This is an optimization exercise on Yosys and OpenROAD, whose aim is small area, a short achievable clock period and few clock cycles per item, not a production implementation.
Where RTL was checked, it was by simulation tests only, not by an equivalence proof against the original.
Only the layout flow was run in runs 1 and 3 to 5; the RTL was not checked for function there.
Power and IR drop assume default switching activity.

File: flow/run.sh
#!/bin/bash
# synth_recipe.tcl (not shown) runs the flow's synth.tcl, then flattens the netlist and writes it again
# the make line also repeats each setting of config.mk as NAME=value (left out here)
make -C /OpenROAD-flow-scripts/flow DESIGN_CONFIG=/design/flow/config.mk WORK_HOME=/design/flow/orfs CLKGATE_MAP_FILE= SYNTH_SCRIPT=/design/flow/synth_recipe.tcl finish
File: flow/constraint.sdc
create_clock -name core_clock -period 5.5 [get_ports {clk}]
set_input_delay 1.1000 -clock core_clock [delete_from_list [all_inputs] [get_ports {clk}]]
set_output_delay 1.1000 -clock core_clock [all_outputs]
set_load 0.01 [all_outputs]
File: flow/config.mk
export PLATFORM = sky130hd
export DESIGN_NAME = centered_moving_average_unit
export DESIGN_NICKNAME = centered_moving_average_unit
export VERILOG_FILES = /design/flow/design.v
export SDC_FILE = /design/flow/constraint.sdc
export NUM_CORES = 4
export LEC_CHECK = 0
export ABC_CLOCK_PERIOD_IN_PS = 2500
export CAP_MARGIN = 20
export CORE_MARGIN = 2
export CORE_UTILIZATION = 55
export SETUP_SLACK_MARGIN = 2.9
export SLEW_MARGIN = 20
export TNS_END_PERCENT = 10
File: flow/design.v
package cma_pkg;
  localparam int CMA_MAX_HALF_WIDTH = 31;
  localparam int CMA_SAMPLE_BITS    = 24;
  localparam int VALUE_W = 24;
  localparam int YEAR_W  = 14;
  localparam int MONTH_W = 4;
  localparam int TAG_W   = YEAR_W + MONTH_W;
  localparam int CFG_W   = 5;
  localparam int TDATA_W = 48;
  localparam int CNT_W   = 6;                  
  localparam int ACC_W   = VALUE_W + CNT_W;    
endpackage
module cma_dline #(
  parameter int W     = 24,
  parameter int NSEG  = 5,
  parameter int LBASE = 1
) (
  input  logic            clk,
  input  logic            step,
  input  logic            tail,
  input  logic [5:0]      tpos_nx,
  input  logic [NSEG-1:0] sel,
  input  logic [W-1:0]    din,
  output logic [W-1:0]    dout
);
  logic [W-1:0] chain [0:NSEG];
  assign chain[0] = din;
  for (genvar j = 0; j < NSEG; j++) begin : g_seg
    localparam int L = LBASE << j;
    logic [6:0] start;
    logic [6:0] hd;
    logic [5:0] hold;
    logic [W-1:0] qv [0:L-1];
    if (j == 0) begin : g_s0
      assign start = '0;
    end else begin : g_sj
      assign start = 7'(LBASE) * 7'(sel[j-1:0]);
    end
    assign hd = {1'b0, tpos_nx} - start;
    always_ff @(posedge clk) begin
      hold <= hd[6] ? '0 : hd[5:0];
    end
    for (genvar k = 0; k < L; k++) begin : g_st
      logic         sh;
      logic [W-1:0] q;
      assign sh = step || (tail && (hold <= 6'(k)));
      always_ff @(posedge clk) begin
        if (sh) q <= (k == 0) ? chain[j] : qv[(k == 0) ? 0 : k-1];
      end
      assign qv[k] = q;
    end
    assign chain[j+1] = sel[j] ? qv[L-1] : chain[j];
  end
  always_ff @(posedge clk) begin
    if (step || tail) dout <= chain[NSEG];
  end
endmodule
module cma_kadd #(
  parameter int W = 30
) (
  input  logic [W-1:0] a,
  input  logic [W-1:0] b,
  input  logic         ci,
  output logic [W-1:0] s
);
  localparam int L = $clog2(W + 1);
  logic [W:0] G [0:L];
  logic [W:0] P [0:L];
  assign G[0] = {a & b, ci};
  assign P[0] = {a ^ b, 1'b0};
  for (genvar l = 0; l < L; l++) begin : g_l
    for (genvar i = 0; i <= W; i++) begin : g_i
      if (i >= (1 << l)) begin : g_c
        assign G[l+1][i] = G[l][i] | (P[l][i] & G[l][i - (1 << l)]);
        assign P[l+1][i] = P[l][i] & P[l][i - (1 << l)];
      end else begin : g_n
        assign G[l+1][i] = G[l][i];
        assign P[l+1][i] = P[l][i];
      end
    end
  end
  assign s = (a ^ b) ^ G[L][W-1:0];
endmodule
import cma_pkg::*;
module cma_slot (
  input  logic               clk,
  input  logic               rst,
  input  logic               cfg,         
  input  logic               cfg_h0,      
  input  logic               part,        
  input  logic               tlast,       
  input  logic [VALUE_W-1:0] x,
  input  logic [VALUE_W-1:0] popv,        
  input  logic [4:0]         h,
  input  logic               h0,          
  output logic               busy,
  output logic               ended,
  output logic               emit,        
  output logic               user,        
  output logic               ended_nx,    
  output logic               done,        
  output logic [ACC_W-1:0]   cs_s,
  output logic [ACC_W-1:0]   cs_c,
  output logic [CNT_W-1:0]   n,
  output logic [5:0]         t,
  output logic [5:0]         t_nx        
);
  logic [4:0]       f;
  logic             short_q;
  logic             pv;        
  logic             ge2h;      
  logic             em;        
  logic             fdone;     
  logic [CNT_W-1:0] n0;
  logic [ACC_W-1:0] b_s;
  logic [ACC_W-1:0] b_c;
  logic [ACC_W-1:0] opa;
  logic [ACC_W-1:0] opb;
  logic [ACC_W-1:0] s1;
  logic [ACC_W-1:0] c1;
  logic [ACC_W-1:0] s2;
  logic [ACC_W-1:0] c2;
  logic             up;        
  logic             dn;        
  logic [4:0]       f1;
  logic [6:0]       t1;
  assign n0     = busy ? n : '0;
  assign b_s    = busy ? cs_s : '0;
  assign b_c    = busy ? cs_c : '0;
  assign up     = !ended && !pv && n0[0];
  assign dn     = ended && pv && !n0[0];
  assign opa    = ended ? '0 : ACC_W'(x);
  assign opb    = pv ? ~(ACC_W'(popv)) : '1;
  assign s1     = b_s ^ b_c ^ opa;
  assign c1     = {(b_s[ACC_W-2:0] & b_c[ACC_W-2:0]) | (b_s[ACC_W-2:0] & opa[ACC_W-2:0]) |
                   (b_c[ACC_W-2:0] & opa[ACC_W-2:0]), !dn};
  assign s2     = s1 ^ c1 ^ opb;
  assign c2     = {(s1[ACC_W-2:0] & c1[ACC_W-2:0]) | (s1[ACC_W-2:0] & opb[ACC_W-2:0]) |
                   (c1[ACC_W-2:0] & opb[ACC_W-2:0]), up};
  assign f1     = ended ? f + 5'd1 : 5'd0;
  assign t1     = {1'b0, t} + 7'd1;
  assign done   = part && (ended ? fdone : (tlast && h0));
  assign emit   = part && em;
  assign user   = done && (ended ? short_q : !ge2h);
  assign ended_nx = part ? ((ended || tlast) && !done) : ended;
  assign t_nx     = (rst || cfg || (part && done)) ? '0 : !part ? t : (t == 6'd63) ? t : t1[5:0];
  always_ff @(posedge clk) begin
    if (rst || cfg) begin
      busy  <= 1'b0;
      ended <= 1'b0;
      t     <= '0;
      f     <= '0;
      pv    <= 1'b0;
      ge2h  <= rst || cfg_h0;
      em    <= rst || cfg_h0;
      fdone <= 1'b0;
    end else if (part) begin
      if (done) begin
        busy  <= 1'b0;
        ended <= 1'b0;
        t     <= '0;
        f     <= '0;
        pv    <= 1'b0;
        ge2h  <= h0;
        em    <= h0;
        fdone <= 1'b0;
      end else begin
        busy  <= 1'b1;
        ended <= ended || tlast;
        t     <= (t == 6'd63) ? t : t1[5:0];
        f     <= f1;
        pv    <= ge2h;
        ge2h  <= (t1 >= {1'b0, h, 1'b0});
        em    <= (t1 >= {2'b00, h});
        fdone <= (f1 + 5'd1 == h);
      end
    end
  end
  always_ff @(posedge clk) begin
    if (part) begin
      short_q <= ended ? short_q : !ge2h;
      n       <= n0 + CNT_W'(!ended) - CNT_W'(pv);
      cs_s    <= s2;
      cs_c    <= c2;
    end
  end
endmodule
module cma_ksub #(
  parameter int W = 8
) (
  input  logic [W-1:0] a,
  input  logic [W-1:0] b,
  output logic         ge,
  output logic [W-1:0] d
);
  localparam int L = $clog2(W + 1);
  logic [W:0] G [0:L];
  logic [W:0] P [0:L];
  assign G[0] = {a & ~b, 1'b1};
  assign P[0] = {~(a ^ b), 1'b0};
  for (genvar l = 0; l < L; l++) begin : g_l
    for (genvar i = 0; i <= W; i++) begin : g_i
      if (i >= (1 << l)) begin : g_c
        assign G[l+1][i] = G[l][i] | (P[l][i] & G[l][i - (1 << l)]);
        assign P[l+1][i] = P[l][i] & P[l][i - (1 << l)];
      end else begin : g_n
        assign G[l+1][i] = G[l][i];
        assign P[l+1][i] = P[l][i];
      end
    end
  end
  assign d  = ~(a ^ b) ^ G[L][W-1:0];
  assign ge = G[L][W];
endmodule
module cma_divstage #(
  parameter int QW = 24,
  parameter int DW = 6
) (
  input  logic [DW-1:0] r_in,
  input  logic [QW-1:0] b_in,
  input  logic [DW-1:0] den,
  input  logic [DW+1:0] den3,
  output logic [DW-1:0] r_out,
  output logic [QW-1:0] b_out
);
  logic [DW+1:0] v;
  logic [DW+1:0] d1;
  logic [DW:0]   d2;
  logic [DW+1:0] d3;
  logic          g1;
  logic          g2;
  logic          g3;
  assign v = {r_in, b_in[QW-1:QW-2]};
  cma_ksub #(.W(DW+2)) u_s1 (.a(v),         .b({2'b00, den}), .ge(g1), .d(d1));
  cma_ksub #(.W(DW+1)) u_s2 (.a(v[DW+1:1]), .b({1'b0, den}),  .ge(g2), .d(d2));
  cma_ksub #(.W(DW+2)) u_s3 (.a(v),         .b(den3),         .ge(g3), .d(d3));
  assign r_out = g3 ? d3[DW-1:0] : g2 ? {d2[DW-2:0], v[0]} : g1 ? d1[DW-1:0] : v[DW-1:0];
  assign b_out = {b_in[QW-3:0], g2, g3 || (g1 && !g2)};
endmodule
module cma_divider #(
  parameter int QW = 24,
  parameter int DW = 6,
  parameter int XW = 20
) (
  input  logic             clk,
  input  logic             rst,
  input  logic             en,
  input  logic             in_valid,
  input  logic [QW+DW-1:0] in_num,
  input  logic [DW-1:0]    in_den,
  input  logic [DW+1:0]    in_den3,
  input  logic [XW-1:0]    in_side,
  output logic             out_valid,
  output logic [QW-1:0]    out_q,
  output logic [XW-1:0]    out_side
);
  localparam int NS = QW / 2;
  logic [NS:0]   v;
  logic [DW-1:0] r  [0:NS];
  logic [DW-1:0] d  [0:NS];
  logic [DW+1:0] d3 [0:NS];
  logic [QW-1:0] b  [0:NS];
  logic [XW-1:0] s  [0:NS];
  assign v[0]  = in_valid;
  assign r[0]  = in_num[QW+DW-1:QW];
  assign d[0]  = in_den;
  assign d3[0] = in_den3;
  assign b[0]  = in_num[QW-1:0];
  assign s[0]  = in_side;
  for (genvar g = 0; g < NS; g++) begin : g_st
    logic [DW-1:0] rn;
    logic [QW-1:0] bn;
    cma_divstage #(.QW(QW), .DW(DW)) u_stage (
      .r_in  (r[g]),
      .b_in  (b[g]),
      .den   (d[g]),
      .den3  (d3[g]),
      .r_out (rn),
      .b_out (bn)
    );
    logic          vq;
    logic [DW-1:0] rq;
    logic [DW-1:0] dq;
    logic [DW+1:0] d3q;
    logic [QW-1:0] bq;
    logic [XW-1:0] sq;
    always_ff @(posedge clk) begin
      if (rst) begin
        vq <= 1'b0;
      end else if (en) begin
        vq <= v[g];
      end
    end
    always_ff @(posedge clk) begin
      if (en) begin
        rq  <= rn;
        dq  <= d[g];
        d3q <= d3[g];
        bq  <= bn;
        sq  <= s[g];
      end
    end
    assign v[g+1]  = vq;
    assign r[g+1]  = rq;
    assign d[g+1]  = dq;
    assign d3[g+1] = d3q;
    assign b[g+1]  = bq;
    assign s[g+1]  = sq;
  end
  assign out_valid = v[NS];
  assign out_q     = b[NS];
  assign out_side  = s[NS];
endmodule
import cma_pkg::*;
module centered_moving_average_unit #(
  parameter int MAX_HALF_WIDTH = CMA_MAX_HALF_WIDTH,
  parameter int SAMPLE_BITS    = CMA_SAMPLE_BITS
) (
  input  logic               clk,
  input  logic               rst,
  input  logic               cfg_wr_en,
  input  logic [CFG_W-1:0]   cfg_wr_data,    
  input  logic               s_axis_tvalid,
  output logic               s_axis_tready,
  input  logic [TDATA_W-1:0] s_axis_tdata,   
  input  logic               s_axis_tlast,   
  output logic               m_axis_tvalid,
  input  logic               m_axis_tready,
  output logic [TDATA_W-1:0] m_axis_tdata,   
  output logic               m_axis_tlast,   
  output logic               m_axis_tuser    
);
  localparam int SIDE_W = TAG_W + 2;
  localparam int RES_W  = VALUE_W + SIDE_W;
  logic [4:0]         h;
  logic               clr;
  logic               in_valid;
  logic [VALUE_W-1:0] in_x;
  logic [TAG_W-1:0]   in_tag;
  logic               in_last;
  logic               acc;
  logic               en;
  logic               skid_valid;
  logic               skid_valid_nx;
  logic               ptr;
  logic [1:0]         s_busy, s_ended, s_emit, s_user, s_ended_nx, s_done, s_part;
  logic               h0;
  logic [ACC_W-1:0]   s_cs  [0:1];
  logic [ACC_W-1:0]   s_cc  [0:1];
  logic [CNT_W-1:0]   s_n   [0:1];
  logic               cur_busy, cur_ended, oth_busy;
  logic               take_sample;
  logic               step;
  logic               tail;
  logic [5:0]         cur_t_nx;
  logic [5:0]         s_t [0:1];
  logic [5:0]         s_t_nx [0:1];
  logic               consume;
  logic               flip;
  logic               ptr_nx;
  logic               cur_ended_nx;
  logic [VALUE_W-1:0] popv;
  logic [TAG_W-1:0]   ctag;
  logic               e_valid;
  logic               e_slot;
  logic               e_last;
  logic               e_user;
  localparam int LO_W = ACC_W / 2;
  localparam int HI_W = ACC_W - LO_W;
  logic               a_valid;
  logic [LO_W:0]      a_lo;
  logic [HI_W-1:0]    a_hi;
  logic [CNT_W-1:0]   a_den;
  logic [SIDE_W-1:0]  a_side;
  logic [LO_W:0]      lo_sum [0:1];
  logic [HI_W-1:0]    hi_sum [0:1];
  logic               p_valid;
  logic [ACC_W-1:0]   p_num;
  logic [CNT_W-1:0]   p_den;
  logic [CNT_W+1:0]   p_den3;
  logic [SIDE_W-1:0]  p_side;
  logic               d_valid;
  logic [VALUE_W-1:0] d_q;
  logic [SIDE_W-1:0]  d_side;
  logic               arrive;
  logic [RES_W-1:0]   arr_data;
  logic [RES_W-1:0]   skid_data;
  logic [RES_W-1:0]   out_data;
  logic               out_take;
  assign clr = rst || cfg_wr_en;
  assign en  = !skid_valid;
  assign acc = s_axis_tvalid && s_axis_tready && !rst;
  always_ff @(posedge clk) begin
    if (rst) begin
      in_valid <= 1'b0;
    end else begin
      in_valid <= (in_valid && !consume && !cfg_wr_en) || acc;
    end
  end
  always_ff @(posedge clk) begin
    if (s_axis_tready) begin
      in_x    <= s_axis_tdata[VALUE_W-1:0];
      in_tag  <= s_axis_tdata[VALUE_W +: TAG_W];
      in_last <= s_axis_tlast;
    end
  end
  always_ff @(posedge clk) begin
    if (rst) begin
      s_axis_tready <= 1'b1;
    end else begin
      s_axis_tready <= !((in_valid && !consume && !cfg_wr_en) || acc) || (!skid_valid_nx && !cur_ended_nx);
    end
  end
  always_ff @(posedge clk) begin
    if (rst) begin
      h  <= '0;
      h0 <= 1'b1;
    end else if (cfg_wr_en) begin
      h  <= cfg_wr_data;
      h0 <= (cfg_wr_data == '0);
    end
  end
  assign cur_busy    = ptr ? s_busy[1] : s_busy[0];
  assign cur_ended   = ptr ? s_ended[1] : s_ended[0];
  assign oth_busy    = ptr ? s_busy[0] : s_busy[1];
  assign take_sample = in_valid && !cur_ended;
  assign step        = en && (in_valid || cur_ended || (!cur_busy && oth_busy));
  assign consume     = step && take_sample;
  assign s_part[0] = en && (!ptr ? (in_valid || (s_busy[0] && s_ended[0])) : s_busy[0]);
  assign s_part[1] = en && ( ptr ? (in_valid || (s_busy[1] && s_ended[1])) : s_busy[1]);
  assign tail = en && oth_busy && cur_busy && !cur_ended && !in_valid;
  assign cur_t_nx = ptr_nx ? s_t_nx[1] : s_t_nx[0];
  assign flip = ptr ? (s_ended_nx[1] && (!s_busy[0] || s_done[0]))
                    : (s_ended_nx[0] && (!s_busy[1] || s_done[1]));
  assign ptr_nx = (step || tail) ? (ptr ^ flip) : ptr;
  assign cur_ended_nx = (step || tail) ? (ptr_nx ? s_ended_nx[1] : s_ended_nx[0])
                             : (ptr ? s_ended[1] : s_ended[0]);
  always_ff @(posedge clk) begin
    if (clr) begin
      ptr <= 1'b0;
    end else begin
      ptr <= ptr_nx;
    end
  end
  for (genvar i = 0; i < 2; i++) begin : g_slot
    cma_slot u_slot (
      .clk      (clk),
      .rst      (rst),
      .cfg      (cfg_wr_en),
      .cfg_h0   (cfg_wr_data == '0),
      .part     (s_part[i]),
      .tlast    (in_last),
      .x        (in_x),
      .popv     (popv),
      .h        (h),
      .h0       (h0),
      .busy     (s_busy[i]),
      .ended    (s_ended[i]),
      .emit     (s_emit[i]),
      .user     (s_user[i]),
      .ended_nx (s_ended_nx[i]),
      .done     (s_done[i]),
      .cs_s     (s_cs[i]),
      .cs_c     (s_cc[i]),
      .n        (s_n[i]),
      .t        (s_t[i]),
      .t_nx     (s_t_nx[i])
    );
  end
  cma_dline #(.W(VALUE_W), .NSEG(5), .LBASE(2)) u_vline (
    .clk  (clk),
    .step (step),
    .tail (tail),
    .tpos_nx (cur_t_nx),
    .sel  (h),
    .din  (in_x),
    .dout (popv)
  );
  cma_dline #(.W(TAG_W), .NSEG(5), .LBASE(1)) u_tline (
    .clk  (clk),
    .step (step),
    .tail (tail),
    .tpos_nx (cur_t_nx),
    .sel  (h),
    .din  (in_tag),
    .dout (ctag)
  );
  always_ff @(posedge clk) begin
    if (rst) begin
      e_valid <= 1'b0;
    end else if (en) begin
      e_valid <= s_emit[0] || s_emit[1];
    end
  end
  always_ff @(posedge clk) begin
    if (en) begin
      e_slot <= s_emit[1];
      e_last <= s_emit[1] ? s_done[1] : s_done[0];
      e_user <= s_emit[1] ? s_user[1] : s_user[0];
    end
  end
  for (genvar i = 0; i < 2; i++) begin : g_half
    assign lo_sum[i] = {1'b0, s_cs[i][LO_W-1:0]} + {1'b0, s_cc[i][LO_W-1:0]};
    assign hi_sum[i] = s_cs[i][ACC_W-1:LO_W] + s_cc[i][ACC_W-1:LO_W];
  end
  always_ff @(posedge clk) begin
    if (rst) begin
      a_valid <= 1'b0;
      p_valid <= 1'b0;
    end else if (en) begin
      a_valid <= e_valid;
      p_valid <= a_valid;
    end
  end
  always_ff @(posedge clk) begin
    if (en) begin
      a_lo   <= e_slot ? lo_sum[1] : lo_sum[0];
      a_hi   <= e_slot ? hi_sum[1] : hi_sum[0];
      a_den  <= e_slot ? s_n[1] : s_n[0];
      a_side <= {ctag, e_last, e_user};
      p_num  <= {a_hi + HI_W'(a_lo[LO_W]), a_lo[LO_W-1:0]};
      p_den  <= a_den;
      p_den3 <= {2'b00, a_den} + {1'b0, a_den, 1'b0};
      p_side <= a_side;
    end
  end
  cma_divider #(.QW(VALUE_W), .DW(CNT_W), .XW(SIDE_W)) u_div (
    .clk       (clk),
    .rst       (rst),
    .en        (en),
    .in_valid  (p_valid),
    .in_num    (p_num),
    .in_den    (p_den),
    .in_den3   (p_den3),
    .in_side   (p_side),
    .out_valid (d_valid),
    .out_q     (d_q),
    .out_side  (d_side)
  );
  assign arrive   = en && d_valid;
  assign arr_data = {d_side, d_q};
  assign out_take = !m_axis_tvalid || m_axis_tready;
  assign skid_valid_nx = out_take ? 1'b0 : (skid_valid || arrive);
  always_ff @(posedge clk) begin
    if (rst) begin
      m_axis_tvalid <= 1'b0;
      skid_valid    <= 1'b0;
    end else begin
      skid_valid <= skid_valid_nx;
      if (out_take) begin
        m_axis_tvalid <= skid_valid || arrive;
      end
    end
  end
  always_ff @(posedge clk) begin
    if (out_take) begin
      out_data <= skid_valid ? skid_data : arr_data;
    end
  end
  always_ff @(posedge clk) begin
    if (!out_take && !skid_valid) begin
      skid_data <= arr_data;
    end
  end
  assign m_axis_tdata = {{(TDATA_W - VALUE_W - TAG_W){1'b0}}, out_data[RES_W-1 -: TAG_W], out_data[VALUE_W-1:0]};
  assign m_axis_tlast = out_data[VALUE_W + 1];
  assign m_axis_tuser = out_data[VALUE_W];
endmodule
==> impl_metrics.env, run 1 <==
export IMPL_status="timing/DRC/antenna clean"
export IMPL_syn_inst=6628
export IMPL_whs_endpoint="u_vline.g_seg[4].g_st[10].q[0]$_DFFE_PP_"
export IMPL_worst_setup_path_type="flip-flop to flip-flop"
export IMPL_path_clk_slew_ns=0.06
export IMPL_pre_cts_slack_ns=0.7241
export IMPL_hold_path_class="flip-flop to flip-flop"
export IMPL_worstPathMaxFanout=6
export IMPL_place_congestion=0.8321
export IMPL_ys_ff_latch=3327
export IMPL_synth_edf_count=3217
export IMPL_pwr_density_cell_nw_per_um2=448.5
export IMPL_setup_viol=0
export IMPL_clockBufferDepth=4
export IMPL_relSlewSlack=0.2515
export IMPL_io_pin_count=111
export IMPL_r2r_end="u_tline.g_seg[4].hold[4]$_SDFF_PN0_"
export IMPL_worstRegToRegCells=18
export IMPL_crit_required_ns=6.35
export IMPL_finalSetupTns_ns=0
export IMPL_fillers=15270
export IMPL_holdWs_ns=0.3783
export IMPL_min_period_over_period=0.5783
export IMPL_cts_sinks=3327
export IMPL_dp_hpwl_microns=140900
export IMPL_routed_wl_microns=222900
export IMPL_power_uw=64480
export IMPL_avgSynthCellArea_sq_um=18.63
export IMPL_vias=56740
export IMPL_syn_cell_area_sq_um=123500
export IMPL_maxCapViolations=0
export IMPL_fin_ws_ns=2.319
export IMPL_rsz0062_at_grt="yes"
export IMPL_drc=0
export IMPL_cts_root_buffer="clkbuf_16"
export IMPL_r2r_start="ptr$_SDFF_PP0_"
export IMPL_r2r_slack_ns=2.32
export IMPL_fin_nets=7826
export IMPL_p_leak_uw=0.05128
export IMPL_tritoncts="built"
export IMPL_fp_coreArea_sq_um=222700
export IMPL_fin_skew_ns=0.06586
export IMPL_grt_overflow=0
export IMPL_async_flop_share=0
export IMPL_finalHoldViolCount=0
export IMPL_grt_use_total=0.1906
export IMPL_post_route_min_period_ns=3.181
export IMPL_cts_made_buffers=345
export IMPL_placement_io_buffers=98
export IMPL_drtIter0Drc=4167
export IMPL_die_h_microns=477.8
export IMPL_worst_slew_pin_slew_ns=1.123
export IMPL_grt_pass1_vias=55880
export IMPL_via_per_inst=5.393
export IMPL_seq_area_frac_synth=0.8001
export IMPL_grt_max_degree=198
export IMPL_cp_start_kind="flip-flop"
export IMPL_drt_first_pass_iters=6
export IMPL_wl_per_cell_microns=21.18
export IMPL_ys_types=89
export IMPL_antenna_found_initial=23
export IMPL_max_freq_mhz=314.4
export IMPL_grt_pass1_wl_microns=329900
export IMPL_endpoint_kind="flip-flop"
export IMPL_ant_nets=0
export IMPL_dieArea_sq_um=228300
export IMPL_hold_depth=0
export IMPL_start_util=0.5544
export IMPL_layout_drive_gt1_share=0.1882
export IMPL_drv_slew=0
export IMPL_yosysWarnings=42
export IMPL_syn_to_final_growth_pct=16.42
export IMPL_die_w_microns=477.8
export IMPL_ir_worst_vdd_uv=366.8
export IMPL_holdCritStartpoint="u_vline.g_seg[4].g_st[9].q[0]$_DFFE_PP_"
export IMPL_synth_ff_type="edfxtp_1"
export IMPL_rows=173
export IMPL_clk_latency_ns=0.93
export IMPL_htreeDepth=5
export IMPL_arrival_ns=4.03
-- cell usage after synthesis, types with 47 or more instances --
cell | n | area (sq um)
a21o_1 | 61 | 457.9
a21oi_1 | 207 | 1036
a31oi_1 | 47 | 294.0
and2_1 | 126 | 788.3
clkbuf_1 | 95 | 356.6
dfxtp_1 | 110 | 2202
edfxtp_1 | 3217 | 96600
fa_1 | 105 | 2102
ha_1 | 383 | 4792
inv_1 | 335 | 1257
mux2_2 | 265 | 2984
mux2i_1 | 52 | 520.5
nand2_1 | 188 | 705.7
nand2b_1 | 101 | 631.9
nand3_1 | 51 | 255.2
nor2_1 | 174 | 653.1
nor2b_1 | 118 | 738.2
nor3_1 | 85 | 425.4
o21a_1 | 90 | 675.7
o21ai_0 | 160 | 800.8
xnor2_1 | 114 | 998.5
xor2_1 | 90 | 788.3
-- where the power goes --
group	internal [uW]	leakage, uW	switching [uW]	total, uW
registers	31400	0.0321	1270	32600
clock network	13200	0.00529	9020	22200
logic	4400	0.0139	5230	9630
total	49000	0.0513	15500	64500
-- critical path, cell delays in order, from the launching register on --
cell and delay [ns]:
dfxtp_4 0.39, buf_6 0.14, buf_6 0.11, nand2b_4 0.06
a2bb2oi_4 0.21, clkinv_4 0.08, a21o_1 0.20, o21ai_4 0.25
nand2_8 0.11, mux2i_1 0.17, buf_4 0.15, ha_4 0.14
inv_4 0.04, fa_2 0.36, a21o_4 0.24, buf_6 0.13
a21oi_4 0.20, nand3_2 0.08, o21ai_1 0.07
-- flip-flops by register name, indices dropped and copies added, names as in the netlist, 15 cells and up --
register,cells
u_vline.g_seg.g_st.q,1488
u_tline.g_seg.g_st.q,558
u_div.g_st.bq,288
u_div.g_st.sq,240
u_div.g_st.d3q,88
u_div.g_st.rq,66
g_slot.u_slot.cs_c,60
g_slot.u_slot.cs_s,60
u_div.g_st.dq,55
out_data,44
skid_data,44
p_num,30
u_tline.g_seg.hold,30
in_x,24
u_vline.dout,24
u_vline.g_seg.hold,24
a_side,20
p_side,20
in_tag,18
u_tline.dout,18
a_lo,16
a_hi,15
-- how the worst max path moves through the flow --
stage                                     start                                  end  slack (ns)
after floorplan           skid_valid$_SDFF_PP0_  u_vline.g_seg[4].hold[5]$_SDFF_PN0_      -10.12
after global placement                cfg_wr_en  u_vline.g_seg[4].hold[2]$_SDFF_PN0_        0.81
after detailed placement              cfg_wr_en  u_vline.g_seg[4].hold[2]$_SDFF_PN0_        0.72
after CTS                        ptr$_SDFF_PP0_  u_tline.g_seg[3].hold[1]$_SDFF_PN0_        2.37
after global routing             ptr$_SDFF_PP0_  u_tline.g_seg[4].hold[4]$_SDFF_PN0_        2.19
final                            ptr$_SDFF_PP0_  u_tline.g_seg[4].hold[4]$_SDFF_PN0_        2.32
-- placed cells by master (no fill, tap or decap), types with 96 or more instances in the layout --
cell type / synthesis / layout
edfxtp_1: 3217 / 3217
clkbuf_16: 0 / 355
ha_1: 383 / 353
inv_1: 335 / 314
mux2_2: 265 / 264
buf_4: 10 / 254
nand2_1: 188 / 181
a21oi_1: 207 / 169
nor2_1: 174 / 163
and2_1: 126 / 124
nor2b_1: 118 / 114
xnor2_1: 114 / 111
fa_1: 105 / 102
dfxtp_1: 110 / 100
nand2b_1: 101 / 97
clkdlybuf4s50_1: 0 / 96
-- cells by family (layout without fill, tap and decap cells) --
group | Yosys count | after routing | synth area share
compound gates | 835 | 854 | 0.04432
xor+xnor | 204 | 204 | 0.01447
fa+ha+maj | 488 | 488 | 0.05583
buf+inv | 491 | 1369 | 0.01548
flops | 3327 | 3327 | 0.8001
mux | 321 | 322 | 0.02902
other cells | 1 | 18 | 0.00003037
simple gates | 961 | 964 | 0.04071
-- per-layer routing --
layer	vias to the layer above	GRT usage	wire [microns]
li1	26560	-	-
met1	28430	0.2795	102000
met2	1316	0.2940	102800
met3	430	0.02871	10540
met4	0	0.06776	7559
met5	-	0	0
-- metrics by stage --
stage	cells	util	area, sq um
global placement	9671	0.5785	128800
finish	10520	0.6454	143800
floorplan	6633	-	123600
CTS	10380	0.6355	141500
global route	10510	0.6453	143700
detailed placement	9671	0.5785	128900
-- final cells by class --
class / instances / area, sq um / area share
antenna: 12 / 30.03 / 0.0002089
clock buffer: 408 / 9007 / 0.06266
clock inverter: 194 / 1828 / 0.01272
inverter: 357 / 1428 / 0.009931
multi-input combinational: 2838 / 25070 / 0.1744
sequential: 3327 / 98830 / 0.6875
tap: 2975 / 3722 / 0.02589
timing repair buffer: 408 / 3827 / 0.02662
timing repair inverter: 2 / 11.26 / 0.00007833
-- what timing repair did --
action,CTS,global route
gates cloned,19,15
hold buffers,0,0
pin swaps,43,100
setup endpoints to repair,2530,2250
resized for setup,192,235
setup buffers,86,116
endpoints found under the hold margin,0,0
==> run 2: changes to the inputs <==
--- a/flow/design.v
+++ b/flow/design.v
@@ -11,13 +11,12 @@
   localparam int ACC_W   = VALUE_W + CNT_W;    
 endpackage
-module cma_dline #(
+module cma_vline #(
   parameter int W     = 24,
   parameter int NSEG  = 5,
-  parameter int LBASE = 1
+  parameter int LBASE = 2
 ) (
   input  logic            clk,
   input  logic            step,
   input  logic            tail,
-  input  logic [5:0]      tpos_nx,
   input  logic [NSEG-1:0] sel,
   input  logic [W-1:0]    din,
@@ -28,6 +27,6 @@
   for (genvar j = 0; j < NSEG; j++) begin : g_seg
     localparam int L = LBASE << j;
-    logic [6:0] start;
-    logic [6:0] hd;
+    logic [7:0] start;
+    logic [7:0] first;
     logic [5:0] hold;
     logic [W-1:0] qv [0:L-1];
@@ -35,9 +34,9 @@
       assign start = '0;
     end else begin : g_sj
-      assign start = 7'(LBASE) * 7'(sel[j-1:0]);
+      assign start = 8'(LBASE) * 8'(sel[j-1:0]);
     end
-    assign hd = {1'b0, tpos_nx} - start;
+    assign first = 8'(sel) - start;
     always_ff @(posedge clk) begin
-      hold <= hd[6] ? '0 : hd[5:0];
+      hold <= first[7] ? '0 : first[5:0];
     end
     for (genvar k = 0; k < L; k++) begin : g_st
@@ -56,4 +55,49 @@
   end
 endmodule
+module cma_tline #(
+  parameter int W     = 18,
+  parameter int NSEG  = 5,
+  parameter int LBASE = 1
+) (
+  input  logic            clk,
+  input  logic            step,
+  input  logic            tail,
+  input  logic            clr,
+  input  logic            mark,
+  input  logic [NSEG-1:0] sel,
+  input  logic [W-1:0]    din,
+  output logic [W-1:0]    dout
+);
+  logic [W-1:0] chain [0:NSEG];
+  logic         mchain [0:NSEG];
+  assign chain[0]  = din;
+  assign mchain[0] = mark;
+  for (genvar j = 0; j < NSEG; j++) begin : g_seg
+    localparam int L = LBASE << j;
+    logic [W-1:0] qv [0:L-1];
+    logic         mv [0:L-1];
+    for (genvar k = 0; k < L; k++) begin : g_st
+      logic         q_m;
+      logic [W-1:0] q;
+      always_ff @(posedge clk) begin
+        if (step || (tail && !q_m)) q <= (k == 0) ? chain[j] : qv[(k == 0) ? 0 : k-1];
+      end
+      always_ff @(posedge clk) begin
+        if (clr) begin
+          q_m <= 1'b0;
+        end else if (step) begin
+          q_m <= (k == 0) ? mchain[j] : mv[(k == 0) ? 0 : k-1];
+        end
+      end
+      assign qv[k] = q;
+      assign mv[k] = q_m;
+    end
+    assign chain[j+1]  = sel[j] ? qv[L-1] : chain[j];
+    assign mchain[j+1] = sel[j] ? mv[L-1] : mchain[j];
+  end
+  always_ff @(posedge clk) begin
+    if (step || tail) dout <= chain[NSEG];
+  end
+endmodule
 module cma_kadd #(
   parameter int W = 30
@@ -102,8 +146,7 @@
   output logic [ACC_W-1:0]   cs_s,
   output logic [ACC_W-1:0]   cs_c,
-  output logic [CNT_W-1:0]   n,
-  output logic [5:0]         t,
-  output logic [5:0]         t_nx        
+  output logic [CNT_W-1:0]   n
 );
+  logic [5:0]       t;
   logic [4:0]       f;
   logic             short_q;
@@ -144,5 +187,4 @@
   assign user   = done && (ended ? short_q : !ge2h);
   assign ended_nx = part ? ((ended || tlast) && !done) : ended;
-  assign t_nx     = (rst || cfg || (part && done)) ? '0 : !part ? t : (t == 6'd63) ? t : t1[5:0];
   always_ff @(posedge clk) begin
     if (rst || cfg) begin
@@ -353,7 +395,4 @@
   logic               step;
   logic               tail;
-  logic [5:0]         cur_t_nx;
-  logic [5:0]         s_t [0:1];
-  logic [5:0]         s_t_nx [0:1];
   logic               consume;
   logic               flip;
@@ -430,5 +469,4 @@
   assign s_part[1] = en && ( ptr ? (in_valid || (s_busy[1] && s_ended[1])) : s_busy[1]);
   assign tail = en && oth_busy && cur_busy && !cur_ended && !in_valid;
-  assign cur_t_nx = ptr_nx ? s_t_nx[1] : s_t_nx[0];
   assign flip = ptr ? (s_ended_nx[1] && (!s_busy[0] || s_done[0]))
                     : (s_ended_nx[0] && (!s_busy[1] || s_done[1]));
@@ -463,23 +501,21 @@
       .cs_s     (s_cs[i]),
       .cs_c     (s_cc[i]),
-      .n        (s_n[i]),
-      .t        (s_t[i]),
-      .t_nx     (s_t_nx[i])
+      .n        (s_n[i])
     );
   end
-  cma_dline #(.W(VALUE_W), .NSEG(5), .LBASE(2)) u_vline (
+  cma_vline #(.W(VALUE_W), .NSEG(5), .LBASE(2)) u_vline (
     .clk  (clk),
     .step (step),
     .tail (tail),
-    .tpos_nx (cur_t_nx),
     .sel  (h),
     .din  (in_x),
     .dout (popv)
   );
-  cma_dline #(.W(TAG_W), .NSEG(5), .LBASE(1)) u_tline (
+  cma_tline #(.W(TAG_W), .NSEG(5), .LBASE(1)) u_tline (
     .clk  (clk),
     .step (step),
     .tail (tail),
-    .tpos_nx (cur_t_nx),
+    .clr  (clr || ((step || tail) && flip)),
+    .mark (consume),
     .sel  (h),
     .din  (in_tag),
--- a/flow/config.mk
+++ b/flow/config.mk
@@ -9,5 +9,5 @@
 export CAP_MARGIN = 20
 export CORE_MARGIN = 2
-export CORE_UTILIZATION = 55
+export CORE_UTILIZATION = 40
 export SETUP_SLACK_MARGIN = 2.9
 export SLEW_MARGIN = 20
==> impl_metrics.env, run 2 <==
export IMPL_clk_latency_ns=0.94
export IMPL_fillers=25760
export IMPL_layout_drive_gt1_share=0.1760
export IMPL_wl_per_cell_microns=18.79
export IMPL_final_common_cell="edfxtp_1"
export IMPL_crit_required_ns=6.04
export IMPL_fin_nets=7754
export IMPL_grt_overflow=0
export IMPL_grt_pass1_wl_microns=331500
export IMPL_muxShareOfSynthArea=0.03916
export IMPL_synthSimpleGateAreaFrac=0.03797
export IMPL_ys_types=79
export IMPL_status="timing/DRC/antenna clean"
export IMPL_finalHoldViolCount=0
export IMPL_drt_first_pass_iters=5
export IMPL_tritoncts="built"
export IMPL_cp_start_kind="flip-flop"
export IMPL_maxCapViolations=0
export IMPL_p_leak_uw=0.05145
export IMPL_drv_slew=0
export IMPL_start_util=0.4022
export IMPL_syn_inst=6628
export IMPL_grt_max_degree=180
export IMPL_syn_to_final_growth_pct=16.44
export IMPL_rows=204
export IMPL_synth_adder_area_share=0.05514
export IMPL_async_flop_share=0
export IMPL_htreeDepth=5
export IMPL_grt_use_total=0.1347
export IMPL_synth_edf_count=3217
export IMPL_largest_reg_flops=1488
export IMPL_post_route_min_period_ns=2.731
export IMPL_dieArea_sq_um=315000
export IMPL_syn_cell_area_sq_um=124200
export IMPL_max_freq_mhz=366.2
export IMPL_pwr_density_cell_nw_per_um2=454.5
export IMPL_place_congestion=0.7993
export IMPL_synth_compound_area_frac=0.04379
export IMPL_worst_setup_path_type="flip-flop to flip-flop"
export IMPL_placedInstanceArea_sq_um=131100
export IMPL_setup_viol=0
export IMPL_fin_area_sq_um=144600
export IMPL_yosys_top_cells_area="edfxtp_1 (78%), ha_1 (3.8%), mux2_4 (2.0%), dfxtp_1 (1.9%), fa_1 (1.7%)"
export IMPL_cts_sinks=3333
export IMPL_yosysTopAreaCellShare=0.7777
export IMPL_ir_worst_vdd_uv=278.9
export IMPL_grt_pass1_vias=56530
export IMPL_ys_top_cells_by_count="edfxtp_1 (3,217), ha_1 (381), inv_1 (325)"
export IMPL_fin_skew_ns=0.09149
export IMPL_synth_top_family_by_area="adder cells"
export IMPL_endpoint_kind="flip-flop"
export IMPL_multi_input_area_sq_um=24930
export IMPL_die_h_microns=561.2
export IMPL_avgSynthCellArea_sq_um=18.74
export IMPL_worst_slew_pin_slew_ns=0.9995
export IMPL_synth_ff_type="edfxtp_1"
export IMPL_ys_ff_latch=3333
export IMPL_top_regs="u_vline.g_seg.g_st.q x1488, u_tline.g_seg.g_st.q x558, u_div.g_st.bq x288"
export IMPL_yosysTopAreaCell="edfxtp_1"
export IMPL_antenna_found_initial=15
export IMPL_final_util=0.4683
export IMPL_io_pin_count=111
export IMPL_yosysWarnings=46
export IMPL_worstPathMaxFanout=24
export IMPL_holdBufCountCts=0
export IMPL_dp_hpwl_microns=137100
export IMPL_cts_made_buffers=338
export IMPL_clockBufferDepth=4
export IMPL_relSlewSlack=0.3337
export IMPL_yosys_cell_count_top_type="edfxtp_1"
export IMPL_final_cell_mix="edfxtp_1 (3,217), ha_1 (363), clkbuf_16 (346)"
export IMPL_seq_area_sq_um=98950
export IMPL_ant_nets=0
export IMPL_drc=0
export IMPL_finalSetupTns_ns=0
export IMPL_synth_xor_area_frac=0.01304
export IMPL_fp_coreArea_sq_um=308800
export IMPL_arrival_ns=3.28
export IMPL_hold_path_class="flip-flop to flip-flop"
export IMPL_routed_wl_microns=218200
export IMPL_vias=56350
export IMPL_placement_io_buffers=98
export IMPL_die_w_microns=561.2
export IMPL_drtIter0Drc=4518
export IMPL_seq_area_frac_synth=0.7964
export IMPL_path_clk_slew_ns=0.06
export IMPL_min_period_over_period=0.4965
export IMPL_top_register="u_vline.g_seg.g_st.q"
export IMPL_rsz0062_at_grt="yes"
export IMPL_cts_root_buffer="clkbuf_16"
export IMPL_via_per_inst=4.852
[run 2: area by class of cell]
cell class / count / area share
Clock inverter: 208 / 0.01487
Timing Repair inverter: 2 / 0.0001644
Sequential cell: 3333 / 0.6842
Clock buffer: 407 / 0.06108
Tap cell: 4120 / 0.03564
Timing Repair Buffer: 346 / 0.02235
Multi-Input combinational cell: 2859 / 0.1724
Inverter: 330 / 0.009179
Antenna cell: 8 / 0.0001384
[run 2: path summary, 6_finish.rpt]
kind	start	end	slack (ns)	depth (start not counted)
worst max-delay path	ptr$_SDFF_PP0_	u_vline.g_seg[1].g_st[2].q[7]$_DFFE_PP_	2.77	8
worst min-delay path	u_vline.g_seg[4].g_st[23].q[10]$_DFFE_PP_	u_vline.g_seg[4].g_st[24].q[10]$_DFFE_PP_	0.36	0
worst max register to register	ptr$_SDFF_PP0_	u_vline.g_seg[1].g_st[2].q[7]$_DFFE_PP_	2.77	8
worst min register to register	u_vline.g_seg[4].g_st[23].q[10]$_DFFE_PP_	u_vline.g_seg[4].g_st[24].q[10]$_DFFE_PP_	0.36	0
[run 2: layer usage]
layer	routed length [microns]	vias up	GRT usage
li1	-	26380	-
met1	97090	28330	0.1829
met2	103600	1217	0.2197
met3	9812	424	0.02023
met4	7648	0	0.05065
met5	0	-	0
[run 2: worst max-delay path, stage by stage (launching register included)]
cell,delay (ns)
dfxtp_4,0.37
buf_4,0.19
nand2_1,0.15
nor2_1,0.21
a21oi_4,0.13
a21oi_4,0.55
nor2_2,0.24
a31oi_2,0.19
buf_4,0.34
[run 2: cell families (layout without fill, tap and decap cells)]
| group | count (synthesis) | count (layout) |
|---|---|---|
| flops | 3333 | 3333 |
| simple gates | 952 | 952 |
| compound gates | 832 | 841 |
| fa+ha+maj | 485 | 485 |
| buf+inv | 454 | 1293 |
| mux | 386 | 386 |
| xor+xnor | 185 | 185 |
| other cells | 1 | 18 |
[run 2: repair_timing]
| item | CTS | global route |
|---|---|---|
| cloned | 11 | 4 |
| setup endpoints to repair | 2810 | 1751 |
| setup buffers | 56 | 91 |
| pin swaps | 40 | 55 |
| resized for setup | 175 | 162 |
[run 2: power by group]
group / total, uW / internal (uW) / switching, uW
clock: 22500 / 13000 / 9510
sequential: 32900 / 31600 / 1300
combinational: 10300 / 4880 / 5410
[run 2: per-stage QoR]
stage / setup slack [ns] / total power, uW / std cells / hold WS [ns]
finish: 2.769 / 65730 / 11610 / 0.3635
CTS: 2.772 / 65630 / 11510 / 0.3683
global route: 2.658 / 68720 / 11610 / 0.3828
detailed placement: 1.494 / 42490 / 10830 / 0.4045
floorplan: 1.516 / 39730 / 6637 / 0.3497
global placement: 1.535 / 42170 / 10820 / 0.4001
Testbench counts of run 2, summed over its fixed seeds: cycles 15,462, items 13,361.
==> run 3: changes to the inputs <==
--- a/flow/design.v
+++ b/flow/design.v
@@ -143,4 +143,6 @@
   output logic               user,        
   output logic               ended_nx,    
+  output logic               busy_q,      
+  output logic               ended_q,     
   output logic               done,        
   output logic [ACC_W-1:0]   cs_s,
@@ -187,4 +189,6 @@
   assign user   = done && (ended ? short_q : !ge2h);
   assign ended_nx = part ? ((ended || tlast) && !done) : ended;
+  assign busy_q   = !(rst || cfg) && (part ? !done : busy);
+  assign ended_q  = !(rst || cfg) && ended_nx;
   always_ff @(posedge clk) begin
     if (rst || cfg) begin
@@ -391,6 +395,7 @@
   logic [ACC_W-1:0]   s_cc  [0:1];
   logic [CNT_W-1:0]   s_n   [0:1];
-  logic               cur_busy, cur_ended, oth_busy;
-  logic               take_sample;
+  logic               f_a, f_t, f_b;
+  logic               cb_nx, ce_nx, ob_nx;
+  logic [1:0]         s_busy_q, s_ended_q;
   logic               step;
   logic               tail;
@@ -398,5 +403,4 @@
   logic               flip;
   logic               ptr_nx;
-  logic               cur_ended_nx;
   logic [VALUE_W-1:0] popv;
   logic [TAG_W-1:0]   ctag;
@@ -448,5 +452,5 @@
       s_axis_tready <= 1'b1;
     end else begin
-      s_axis_tready <= !((in_valid && !consume && !cfg_wr_en) || acc) || (!skid_valid_nx && !cur_ended_nx);
+      s_axis_tready <= !((in_valid && !consume && !cfg_wr_en) || acc) || (!skid_valid_nx && !ce_nx);
     end
   end
@@ -460,18 +464,26 @@
     end
   end
-  assign cur_busy    = ptr ? s_busy[1] : s_busy[0];
-  assign cur_ended   = ptr ? s_ended[1] : s_ended[0];
-  assign oth_busy    = ptr ? s_busy[0] : s_busy[1];
-  assign take_sample = in_valid && !cur_ended;
-  assign step        = en && (in_valid || cur_ended || (!cur_busy && oth_busy));
-  assign consume     = step && take_sample;
-  assign s_part[0] = en && (!ptr ? (in_valid || (s_busy[0] && s_ended[0])) : s_busy[0]);
-  assign s_part[1] = en && ( ptr ? (in_valid || (s_busy[1] && s_ended[1])) : s_busy[1]);
-  assign tail = en && oth_busy && cur_busy && !cur_ended && !in_valid;
+  assign step    = en && (in_valid || f_a);
+  assign consume = en && in_valid && !f_b;
+  assign s_part[0] = en && (ptr ? s_busy[0] : (in_valid || f_b));
+  assign s_part[1] = en && (ptr ? (in_valid || f_b) : s_busy[1]);
+  assign tail = en && !in_valid && f_t;
   assign flip = ptr ? (s_ended_nx[1] && (!s_busy[0] || s_done[0]))
                     : (s_ended_nx[0] && (!s_busy[1] || s_done[1]));
-  assign ptr_nx = (step || tail) ? (ptr ^ flip) : ptr;
-  assign cur_ended_nx = (step || tail) ? (ptr_nx ? s_ended_nx[1] : s_ended_nx[0])
-                             : (ptr ? s_ended[1] : s_ended[0]);
+  assign ptr_nx = clr ? 1'b0 : (step || tail) ? (ptr ^ flip) : ptr;
+  assign cb_nx  = ptr_nx ? s_busy_q[1] : s_busy_q[0];
+  assign ce_nx  = ptr_nx ? s_ended_q[1] : s_ended_q[0];
+  assign ob_nx  = ptr_nx ? s_busy_q[0] : s_busy_q[1];
+  always_ff @(posedge clk) begin
+    if (rst) begin
+      f_a <= 1'b0;
+      f_t <= 1'b0;
+      f_b <= 1'b0;
+    end else begin
+      f_a <= ce_nx || (!cb_nx && ob_nx);
+      f_t <= ob_nx && cb_nx && !ce_nx;
+      f_b <= cb_nx && ce_nx;
+    end
+  end
   always_ff @(posedge clk) begin
     if (clr) begin
@@ -498,4 +510,6 @@
       .user     (s_user[i]),
       .ended_nx (s_ended_nx[i]),
+      .busy_q   (s_busy_q[i]),
+      .ended_q  (s_ended_q[i]),
       .done     (s_done[i]),
       .cs_s     (s_cs[i]),
==> impl_metrics.env, run 3 <==
export IMPL_status="complete, but fails checks"
export IMPL_violatedChecks="antenna violations"
export IMPL_seqPwrFrac=0.503
export IMPL_yosys_cell_count_top_type="edfxtp_1"
export IMPL_power_frac_comb=0.158
export IMPL_setup_viol=0
export IMPL_yosysWarnings=46
export IMPL_drv_slew=0
export IMPL_maxCapViolations=0
export IMPL_syn_to_final_growth_pct=16.46
export IMPL_grt_pass1_wl_microns=331900
export IMPL_grt_util_met2=0.2158
export IMPL_fin_cells=11650
export IMPL_cts_root_buffer="clkbuf_16"
export IMPL_post_route_min_period_ns=2.751
export IMPL_hold_path_class="flip-flop to flip-flop"
export IMPL_startpoint="g_slot[1].u_slot.cs_c[0]$_DFFE_PN_"
export IMPL_cp_cell_sequence="ha_2 -> inv_1 -> fa_2 -> nor2b_2 -> o31a_1 -> o211ai_1 -> a21oi_2 -> a22oi_2 -> mux2i_1 -> nand4b_1"
export IMPL_ys_top_cells_by_count="edfxtp_1 (3,217), ha_1 (380), inv_1 (326)"
export IMPL_drtIter0Drc=4173
export IMPL_tritoncts="built"
export IMPL_dieArea_sq_um=313400
export IMPL_grt_overflow=0
export IMPL_pwr_density_cell_nw_per_um2=454.7
export IMPL_p_leak_uw=0.05068
export IMPL_rows=204
export IMPL_grt_max_degree=192
export IMPL_wl_per_cell_microns=18.76
export IMPL_cts_made_buffers=340
export IMPL_ant_nets=1
export IMPL_crit_required_ns=6.02
export IMPL_cp_start_kind="flip-flop"
export IMPL_routed_wl_microns=218400
export IMPL_max_freq_mhz=363.5
export IMPL_ys_types=79
export IMPL_place_congestion=0.8473
export IMPL_largest_reg_flops=1488
export IMPL_place_inst=10850
export IMPL_fin_area_sq_um=143900
export IMPL_arrival_ns=3.28
export IMPL_cp_num_buf_inv=1
export IMPL_cpLargestDelayFamily="compound AO/OA/AOI/OAI gates"
export IMPL_yosysTopAreaCellShare=0.7818
export IMPL_critPathMaxStageDelay_ns=0.40
export IMPL_synth_edf_count=3217
export IMPL_switchingPower_uw=16080
export IMPL_placedInstanceArea_sq_um=130500
export IMPL_final_common_cell="edfxtp_1"
export IMPL_grt_use_met3=0.02864
export IMPL_grt_busiest_layer="met2"
export IMPL_worstPathMaxFanout=3
export IMPL_clk_latency_ns=0.93
export IMPL_drt_first_pass_iters=6
export IMPL_fp_coreArea_sq_um=308100
export IMPL_placement_io_buffers=98
export IMPL_slowest_stage="edfxtp_1"
export IMPL_endpoint_kind="flip-flop"
export IMPL_die_w_microns=559.8
export IMPL_finalHoldViolCount=0
export IMPL_fin_nets=7783
export IMPL_layout_drive_gt1_share=0.1717
export IMPL_die_h_microns=559.8
export IMPL_met1_usage=0.1870
export IMPL_worst_slew_pin_slew_ns=1.084
export IMPL_min_period_over_period=0.5002
export IMPL_async_flop_share=0
export IMPL_drc=0
export IMPL_fin_skew_ns=0.09185
export IMPL_yosysTopAreaCell="edfxtp_1"
export IMPL_synth_ff_type="edfxtp_1"
export IMPL_relSlewSlack=0.2776
export IMPL_r2r_start="g_slot[1].u_slot.cs_c[0]$_DFFE_PN_"
export IMPL_seq_area_frac_synth=0.8011
export IMPL_grt_pass1_vias=56670
export IMPL_ys_ff_latch=3336
export IMPL_grt_use_total=0.1363
export IMPL_vias=56220
export IMPL_p_clk_frac=0.339
export IMPL_intPower_uw=49340
export IMPL_path_clk_slew_ns=0.06
export IMPL_top_regs="u_vline.g_seg.g_st.q x1488, u_tline.g_seg.g_st.q x558, u_div.g_st.bq x288"
export IMPL_cts_sinks=3336
export IMPL_final_cell_mix="edfxtp_1 (3,217), ha_1 (366), clkbuf_16 (348)"
export IMPL_yosys_top_cells_area="edfxtp_1 (78%), ha_1 (3.8%), mux2_2 (2.4%), dfxtp_1 (1.9%), fa_1 (1.7%)"
export IMPL_worst_setup_path_type="flip-flop to flip-flop"
export IMPL_io_pin_count=111
export IMPL_via_per_inst=4.828
export IMPL_dp_hpwl_microns=141200
export IMPL_holdCritStartpoint="u_div.g_st[2].sq[14]$_DFFE_PN_"
export IMPL_clockBufferDepth=4
export IMPL_syn_cell_area_sq_um=123600
export IMPL_avgSynthCellArea_sq_um=18.60
export IMPL_rsz0062_at_grt="yes"
export IMPL_start_util=0.4011
export IMPL_antenna_found_initial=20
export IMPL_sw_frac_of_total=0.2458
export IMPL_htreeDepth=5
export IMPL_syn_inst=6644
export IMPL_ir_worst_vdd_uv=336.1
export IMPL_top_register="u_vline.g_seg.g_st.q"
run 3: cell count changes in the layout (fill, tap and decap cells not counted), moves of 10 or more:
cell,delta
mux2_2,+120
a21oi_1,-18
o21ai_0,-16
clkinv_1,-12
clkbuf_1,+19
a21oi_2,+20
mux2_1,+41
buf_4,+17
mux2_4,-164
o21ai_1,+10
run 3: worst reg2reg max path, stage by stage (launching register included):
cell and delay (ns):
edfxtp_1 0.40, ha_2 0.21, inv_1 0.07, fa_2 0.21
nor2b_2 0.05, o31a_1 0.33, o211ai_1 0.29, a21oi_2 0.14
a22oi_2 0.19, mux2i_1 0.20, nand4b_1 0.24
run 3: through the flow:
step,hold WS [ns],total power [uW],TNS [ns],worst slack [ns],utilization
floorplan,0.4002,39370,-4.014,-0.1390,-
global placement,0.4001,41970,0,1.624,0.4234
detailed placement,0.4045,42260,0,1.506,0.4234
CTS,0.3672,65060,0,2.658,0.4621
global route,0.3743,68500,0,2.649,0.4670
finish,0.3714,65420,0,2.749,0.4671
run 3: layer usage:
layer	vias to the layer above	share of wire
met3	392	0.062
met2	1300	0.46
met4	2	0.030
met5	-	0.000060
met1	28060	0.44
li1	26470	-
run 3: power groups by stage:
| stage | sequential (uW) | combinational (uW) | clock, uW |
|---|---|---|---|
| after CTS | 33000 | 9170 | 22900 |
| after floorplan | 32800 | 6560 | 0 |
| after global placement | 33400 | 8600 | 0 |
| final | 32900 | 10300 | 22200 |
| after detailed placement | 33500 | 8780 | 0 |
| after global routing | 33200 | 11400 | 23900 |
run 3: layout make-up:
| cell class | count | area [sq um] |
|---|---|---|
| Antenna cell | 14 | 35.03 |
| Inverter | 331 | 1321 |
| Multi-Input combinational cell | 2878 | 24380 |
| Fill cell | 25730 | 164200 |
| Tap cell | 4120 | 5155 |
| Timing Repair Buffer | 350 | 3147 |
| Timing Repair inverter | 3 | 32.53 |
| Clock buffer | 432 | 9032 |
| Sequential cell | 3336 | 99010 |
| Clock inverter | 181 | 1784 |
run 3: worst paths after layout:
path                                    endpoint  slack (ns)  depth (start not counted)
setup / recovery              a_lo[14]$_DFFE_PN_        2.75                         10
hold / removal    u_div.g_st[3].sq[14]$_DFFE_PN_        0.37                          0
hold reg to reg   u_div.g_st[3].sq[14]$_DFFE_PN_        0.37                          0
setup reg to reg              a_lo[14]$_DFFE_PN_        2.75                         10
run 3: what timing repair did:
action                                  in CTS  in global routing
endpoints found under the hold margin        0                  0
endpoints found under the setup margin    2492                999
pin swaps                                   26                 65
gates cloned                                17                  1
hold buffers                                 0                  0
gates resized for setup                    196                159
buffers inserted                            22                125
run 3: kinds of logic after synthesis:
family          count (synthesis)  synth area share
other cells                     1        0.00003035
simple gates                  973           0.03893
flops                        3336            0.8011
compound gates                823           0.04245
buf+inv                       451           0.01430
fa+ha+maj                     484           0.05533
mux                           387           0.03446
xor+xnor                      189           0.01340
==> run 4: changes to the inputs <==
--- a/flow/config.mk
+++ b/flow/config.mk
@@ -10,5 +10,6 @@
 export CORE_MARGIN = 2
 export CORE_UTILIZATION = 40
+export CTS_BUF_LIST = sky130_fd_sc_hd__clkbuf_4 sky130_fd_sc_hd__clkbuf_8
 export SETUP_SLACK_MARGIN = 2.9
 export SLEW_MARGIN = 20
-export TNS_END_PERCENT = 10
+export TNS_END_PERCENT = 100
==> impl_metrics.env, run 4 <==
export IMPL_yosysTopAreaCell="edfxtp_1"
export IMPL_drtIter0Drc=4338
export IMPL_placedInstanceArea_sq_um=130500
export IMPL_yosysWarnings=46
export IMPL_status="timing/DRC/antenna clean"
export IMPL_setup_viol=0
export IMPL_layout_drive_gt1_share=0.2277
export IMPL_cp_start_kind="flip-flop"
export IMPL_grt_max_degree=192
export IMPL_worst_slew_pin_slew_ns=1.165
export IMPL_ys_top_cells_by_count="edfxtp_1 (3,217), ha_1 (380), inv_1 (326)"
export IMPL_fin_skew_ns=0.1242
export IMPL_endpoint_kind="output port"
export IMPL_clk_latency_ns=1.17
export IMPL_syn_inst=6644
export IMPL_tritoncts="built"
export IMPL_pwr_density_cell_nw_per_um2=445.6
export IMPL_start_util=0.4011
export IMPL_top_register="u_vline.g_seg.g_st.q"
export IMPL_dieArea_sq_um=313400
export IMPL_grt_pass1_wl_microns=338500
export IMPL_die_w_microns=559.8
export IMPL_ir_worst_vdd_uv=319.6
export IMPL_max_freq_mhz=353.4
export IMPL_io_pin_count=111
export IMPL_async_flop_share=0
export IMPL_worstRegToRegCells=10
export IMPL_clockBufferDepth=4
export IMPL_grt_use_total=0.1389
export IMPL_drv_slew=0
export IMPL_finalHoldViolCount=0
export IMPL_ys_types=79
export IMPL_synth_ff_type="edfxtp_1"
export IMPL_syn_cell_area_sq_um=123600
export IMPL_wl_per_cell_microns=18.61
export IMPL_drt_first_pass_iters=6
export IMPL_fillers=25800
export IMPL_ys_ff_latch=3336
export IMPL_fp_coreArea_sq_um=308100
export IMPL_final_common_cell="edfxtp_1"
export IMPL_cts_sinks=3336
export IMPL_fin_nets=8028
export IMPL_final_cell_mix="edfxtp_1 (3,217), clkbuf_8 (554), ha_1 (362)"
export IMPL_hold_path_class="flip-flop to flip-flop"
export IMPL_antenna_found_initial=25
export IMPL_relSlewSlack=0.2235
export IMPL_power_uw=64290
export IMPL_multi_input_area_sq_um=24600
export IMPL_arrival_ns=1.73
export IMPL_holdBufCountCts=0
export IMPL_routed_wl_microns=223800
export IMPL_syn_to_final_growth_pct=16.76
export IMPL_htreeDepth=6
export IMPL_drc=0
export IMPL_top_regs="u_vline.g_seg.g_st.q x1488, u_tline.g_seg.g_st.q x558, u_div.g_st.bq x288"
export IMPL_fin_area_sq_um=144300
export IMPL_r2r_slack_ns=2.73
export IMPL_grt_pass1_vias=58940
export IMPL_worst_setup_path_type="flip-flop to output port"
export IMPL_crit_required_ns=4.40
export IMPL_vias=57700
export IMPL_die_h_microns=559.8
export IMPL_maxCapViolations=0
export IMPL_placement_io_buffers=98
export IMPL_p_leak_uw=0.05134
export IMPL_yosysTopAreaCellShare=0.7818
export IMPL_post_route_min_period_ns=2.829
export IMPL_yosys_cell_count_top_type="edfxtp_1"
export IMPL_via_per_inst=4.798
export IMPL_place_congestion=0.8473
export IMPL_path_clk_slew_ns=0.06
export IMPL_cts_root_buffer="clkbuf_8"
export IMPL_dp_hpwl_microns=141200
export IMPL_ant_nets=0
export IMPL_seq_area_sq_um=99010
export IMPL_synth_edf_count=3217
export IMPL_rows=204
export IMPL_seq_area_frac_synth=0.8011
export IMPL_largest_reg_flops=1488
export IMPL_rsz0062_at_grt="yes"
export IMPL_final_util=0.4683
export IMPL_avgSynthCellArea_sq_um=18.60
export IMPL_cts_made_buffers=544
export IMPL_grt_overflow=0
export IMPL_finalSetupTns_ns=0
export IMPL_hold_depth=0
export IMPL_worstPathMaxFanout=2
export IMPL_yosys_top_cells_area="edfxtp_1 (78%), ha_1 (3.8%), mux2_2 (2.4%), dfxtp_1 (1.9%), fa_1 (1.7%)"
export IMPL_min_period_over_period=0.5144
==> run 4: cell counts after synthesis <==
Identical to the previous run, type by type.
==> run 4: metrics by stage <==
stage | hold slack (ns) | instances | worst slack [ns]
finish | 0.3611 | 12030 | 2.671
global route | 0.3574 | 12020 | 2.575
CTS | 0.3580 | 11920 | 2.519
detailed placement | 0.4045 | 10850 | 1.506
global placement | 0.4001 | 10850 | 1.624
floorplan | 0.4002 | 6653 | -0.1390
==> run 4: worst paths after layout <==
| path | from | endpoint |
|---|---|---|
| worst max-delay path | s_axis_tready$_SDFF_PP1_ | s_axis_tready |
| worst min-delay path | u_div.g_st[5].sq[18]$_DFFE_PN_ | u_div.g_st[6].sq[18]$_DFFE_PN_ |
| worst max register to register | g_slot[1].u_slot.cs_c[0]$_DFFE_PN_ | a_lo[14]$_DFFE_PN_ |
| worst min register to register | u_div.g_st[5].sq[18]$_DFFE_PN_ | u_div.g_st[6].sq[18]$_DFFE_PN_ |
==> run 4: cell type report <==
| type | instances | area share |
|---|---|---|
| Timing Repair Buffer | 389 | 0.02365 |
| Inverter | 331 | 0.009115 |
| Tap cell | 4120 | 0.03573 |
| Clock buffer | 753 | 0.06316 |
| Clock inverter | 204 | 0.01106 |
| Antenna cell | 11 | 0.0001908 |
| Timing Repair inverter | 4 | 0.0002775 |
| Sequential cell | 3336 | 0.6863 |
| Multi-Input combinational cell | 2879 | 0.1705 |
==> run 4: power breakdown <==
part / internal, uW / switching [uW]
logic: 4870 / 5490
registers: 31600 / 1340
clock network: 11400 / 9620
total: 47800 / 16500
==> run 4: kinds of logic after synthesis <==
family / synth area share
xor gates and xnor gates: 0.01340
buffers and inverters: 0.01430
adders and majority gates: 0.05533
muxes: 0.03446
and+or+nand+nor: 0.03893
DFF: 0.8011
other: 0.00003035
AOI/OAI and AO/OA: 0.04245
==> run 4: per-layer routing <==
metal,wire length [microns],vias to the layer above,share of wire,track usage
met1,98770,28650,0.44,0.1884
li1,-,27040,-,-
met5,46,-,0.00021,0
met4,7175,2,0.032,0.05161
met2,103300,1598,0.46,0.2194
met3,14560,418,0.065,0.03062
==> run 4: timing repair <==
item	CTS	global route
setup buffers	96	87
pin swaps	73	66
resized for setup	411	134
endpoints found under the setup margin	2632	636
gates cloned	18	6
==> run 4: critical path, cell delays in order, from the launching register on <==
cell and delay [ns]:
dfxtp_2 0.34, buf_12 0.14, buf_8 0.12
==> run 5: changes to the inputs <==
--- a/flow/config.mk
+++ b/flow/config.mk
@@ -11,5 +11,5 @@
 export CORE_UTILIZATION = 40
 export CTS_BUF_LIST = sky130_fd_sc_hd__clkbuf_4 sky130_fd_sc_hd__clkbuf_8
-export SETUP_SLACK_MARGIN = 2.9
+export SETUP_SLACK_MARGIN = 3.1
 export SLEW_MARGIN = 20
-export TNS_END_PERCENT = 100
+export TNS_END_PERCENT = 30
==> impl_metrics.env, run 5 <==
export IMPL_rows=204
export IMPL_fin_nets=8196
export IMPL_htreeDepth=6
export IMPL_critPathMaxStageDelay_ns=0.34
export IMPL_drv_slew=0
export IMPL_vias=58570
export IMPL_arrival_ns=1.75
export IMPL_syn_cell_area_sq_um=123600
export IMPL_place_inst=10850
export IMPL_holdBufCountCts=0
export IMPL_worst_setup_path_type="flip-flop to output port"
export IMPL_worstPathMaxFanout=3
export IMPL_pwr_density_cell_nw_per_um2=447.7
export IMPL_relSlewSlack=0.2936
export IMPL_ir_worst_vdd_uv=321.4
export IMPL_cts_root_buffer="clkbuf_8"
export IMPL_seq_area_frac_synth=0.8011
export IMPL_r2r_end="a_lo[13]$_DFFE_PN_"
export IMPL_grt_busiest_layer="met2"
export IMPL_power_uw=66110
export IMPL_syn_inst=6644
export IMPL_p_leak_uw=0.05311
export IMPL_placement_io_buffers=98
export IMPL_ys_ff_latch=3336
export IMPL_rsz0062_at_grt="yes"
export IMPL_grt_overflow=0
export IMPL_yosysTopAreaCell="edfxtp_1"
export IMPL_status="timing/DRC/antenna clean"
export IMPL_ys_top_cells_by_count="edfxtp_1 (3,217), ha_1 (380), inv_1 (326)"
export IMPL_cts_made_buffers=544
export IMPL_clk_latency_ns=1.18
export IMPL_top_register="u_vline.g_seg.g_st.q"
export IMPL_met1_usage=0.1905
export IMPL_cpLargestDelayFamily="flip-flops"
export IMPL_maxCapViolations=0
export IMPL_worst_slew_pin_slew_ns=1.058
export IMPL_grt_util_met2=0.2241
export IMPL_cp_endpoint="s_axis_tready"
export IMPL_placedInstanceArea_sq_um=130500
export IMPL_min_period_over_period=0.5190
export IMPL_yosysWarnings=46
export IMPL_place_congestion=0.8473
export IMPL_worstRegToRegCells=9
export IMPL_fin_ws_ns=2.646
export IMPL_synth_ff_type="edfxtp_1"
export IMPL_startpoint="s_axis_tready$_SDFF_PP1_"
export IMPL_hold_path_class="flip-flop to flip-flop"
export IMPL_path_clk_slew_ns=0.06
export IMPL_start_util=0.4011
export IMPL_drtIter0Drc=4407
export IMPL_tritoncts="built"
export IMPL_yosys_cell_count_top_type="edfxtp_1"
export IMPL_ant_nets=0
export IMPL_die_w_microns=559.8
export IMPL_cp_start_kind="flip-flop"
export IMPL_drt_first_pass_iters=7
export IMPL_cp_cell_sequence="buf_12 -> buf_8"
export IMPL_r2r_slack_ns=2.70
export IMPL_die_h_microns=559.8
export IMPL_setup_viol=0
export IMPL_grt_max_degree=160
export IMPL_dieArea_sq_um=313400
export IMPL_dp_hpwl_microns=141200
export IMPL_cp_num_buf_inv=2
export IMPL_grt_pass1_wl_microns=344400
export IMPL_avgSynthCellArea_sq_um=18.60
export IMPL_final_util=0.4793
export IMPL_fin_area_sq_um=147700
export IMPL_antenna_found_initial=17
export IMPL_cts_sinks=3336
export IMPL_max_freq_mhz=350.3
## run 5: cell count changes in the layout (fill, tap and decap cells not counted), sizes merged
cell | before | now
a21o | 42 | 44
buf | 329 | 494
bufbuf | 3 | 4
clkbuf | 758 | 759
clkinvlp | 13 | 16
inv | 365 | 361
## run 5: cells by family (layout without fill, tap and decap cells)
family / count (synthesis) / in the layout / share of synthesized area
flip-flops: 3336 / 3336 / 0.8011
AND/OR/NAND/NOR: 973 / 975 / 0.03893
adder cells (fa/ha/maj): 484 / 484 / 0.05533
XOR/XNOR: 189 / 189 / 0.01340
other: 1 / 21 / 0.00003035
multiplexers: 387 / 387 / 0.03446
AO/OA/AOI/OAI: 823 / 836 / 0.04245
buffers and inverters: 451 / 1847 / 0.01430
## run 5: cell type report
cell class / instances / area (sq um)
tap: 4120 / 5155
timing repair buffer: 556 / 5243
sequential: 3336 / 99010
multi-input combinational: 2881 / 26140
inverter: 331 / 1340
clock buffer: 753 / 9112
timing repair inverter: 3 / 32.53
clock inverter: 204 / 1595
fill: 25440 / 160400
antenna: 11 / 27.53
## run 5: report_power, final
group / leakage [uW] / switching, uW / total, uW / internal, uW
sequential: 0.0323 / 1370 / 32900 / 31600
combinational: 0.0151 / 6100 / 12100 / 6040
clock: 0.00568 / 9640 / 21000 / 11400
total: 0.0531 / 17100 / 66100 / 49000
## run 5: layer usage
layer	up-vias	routed length [microns]
met3	419	14740
met5	-	0
met4	0	7250
li1	27380	-
met2	1532	107800
met1	29240	100500
## run 5: what timing repair did
action | CTS | global route
resized for setup | 548 | 427
buffers inserted | 147 | 192
pin swaps | 79 | 138
cloned | 26 | 10
setup endpoints to repair | 3011 | 1550
## run 5: how the worst min path moves through the flow
stage / end / cells after the start / from / slack [ns]
floorplan: u_vline.g_seg[0].hold[2]$_DFF_P_ / 0 / h[2]$_SDFFE_PP0P_ / 0.40
global placement: u_vline.g_seg[4].g_st[7].q[2]$_DFFE_PP_ / 0 / u_vline.g_seg[4].g_st[6].q[2]$_DFFE_PP_ / 0.40
detailed placement: a_side[10]$_DFFE_PN_ / 0 / u_tline.dout[8]$_DFFE_PP_ / 0.40
CTS: u_div.g_st[6].sq[18]$_DFFE_PN_ / 0 / u_div.g_st[5].sq[18]$_DFFE_PN_ / 0.36
global route: u_div.g_st[6].sq[18]$_DFFE_PN_ / 0 / u_div.g_st[5].sq[18]$_DFFE_PN_ / 0.36
finish: u_div.g_st[3].sq[14]$_DFFE_PN_ / 0 / u_div.g_st[2].sq[14]$_DFFE_PN_ / 0.36
## run 5: through the flow
stage	hold slack (ns)	TNS [ns]
4_1_cts	0.3580	0
3_3_place_gp	0.4001	0
3_5_place_dp	0.4045	0
6_report	0.3578	0
2_1_floorplan	0.4002	-4.014
5_1_grt	0.3574	0

-- what the ideal ports hide --
How much do the figures lean on ideal ports? The routed layouts below were timed once more, with nothing changed but the port constraints.
Step 1, drivers: a clkbuf_16 drives clk and a buf_2 each remaining input, both assumed.
Step 2 also shifts input and output timing later by t, the mid clock arrival at the registers, as if the neighbouring blocks saw the same clock.
a / b / c = ideal ports / drivers / drivers and shift; a / b = the first two.
| run | shift t [ns] | setup WS [ns] |
|---|---|---|
| run 1 | 0.997 | 2.319 / 2.319 / 1.478 |
| run 2 | 0.977 | 2.769 / 2.769 / 2.292 |
| run 3 | 0.961 | 2.749 / 2.739 / 2.019 |
| run 4 | 1.195 | 2.671 / 2.569 / 1.851 |
| run 5 | 1.204 | 2.646 / 2.543 / 1.854 |
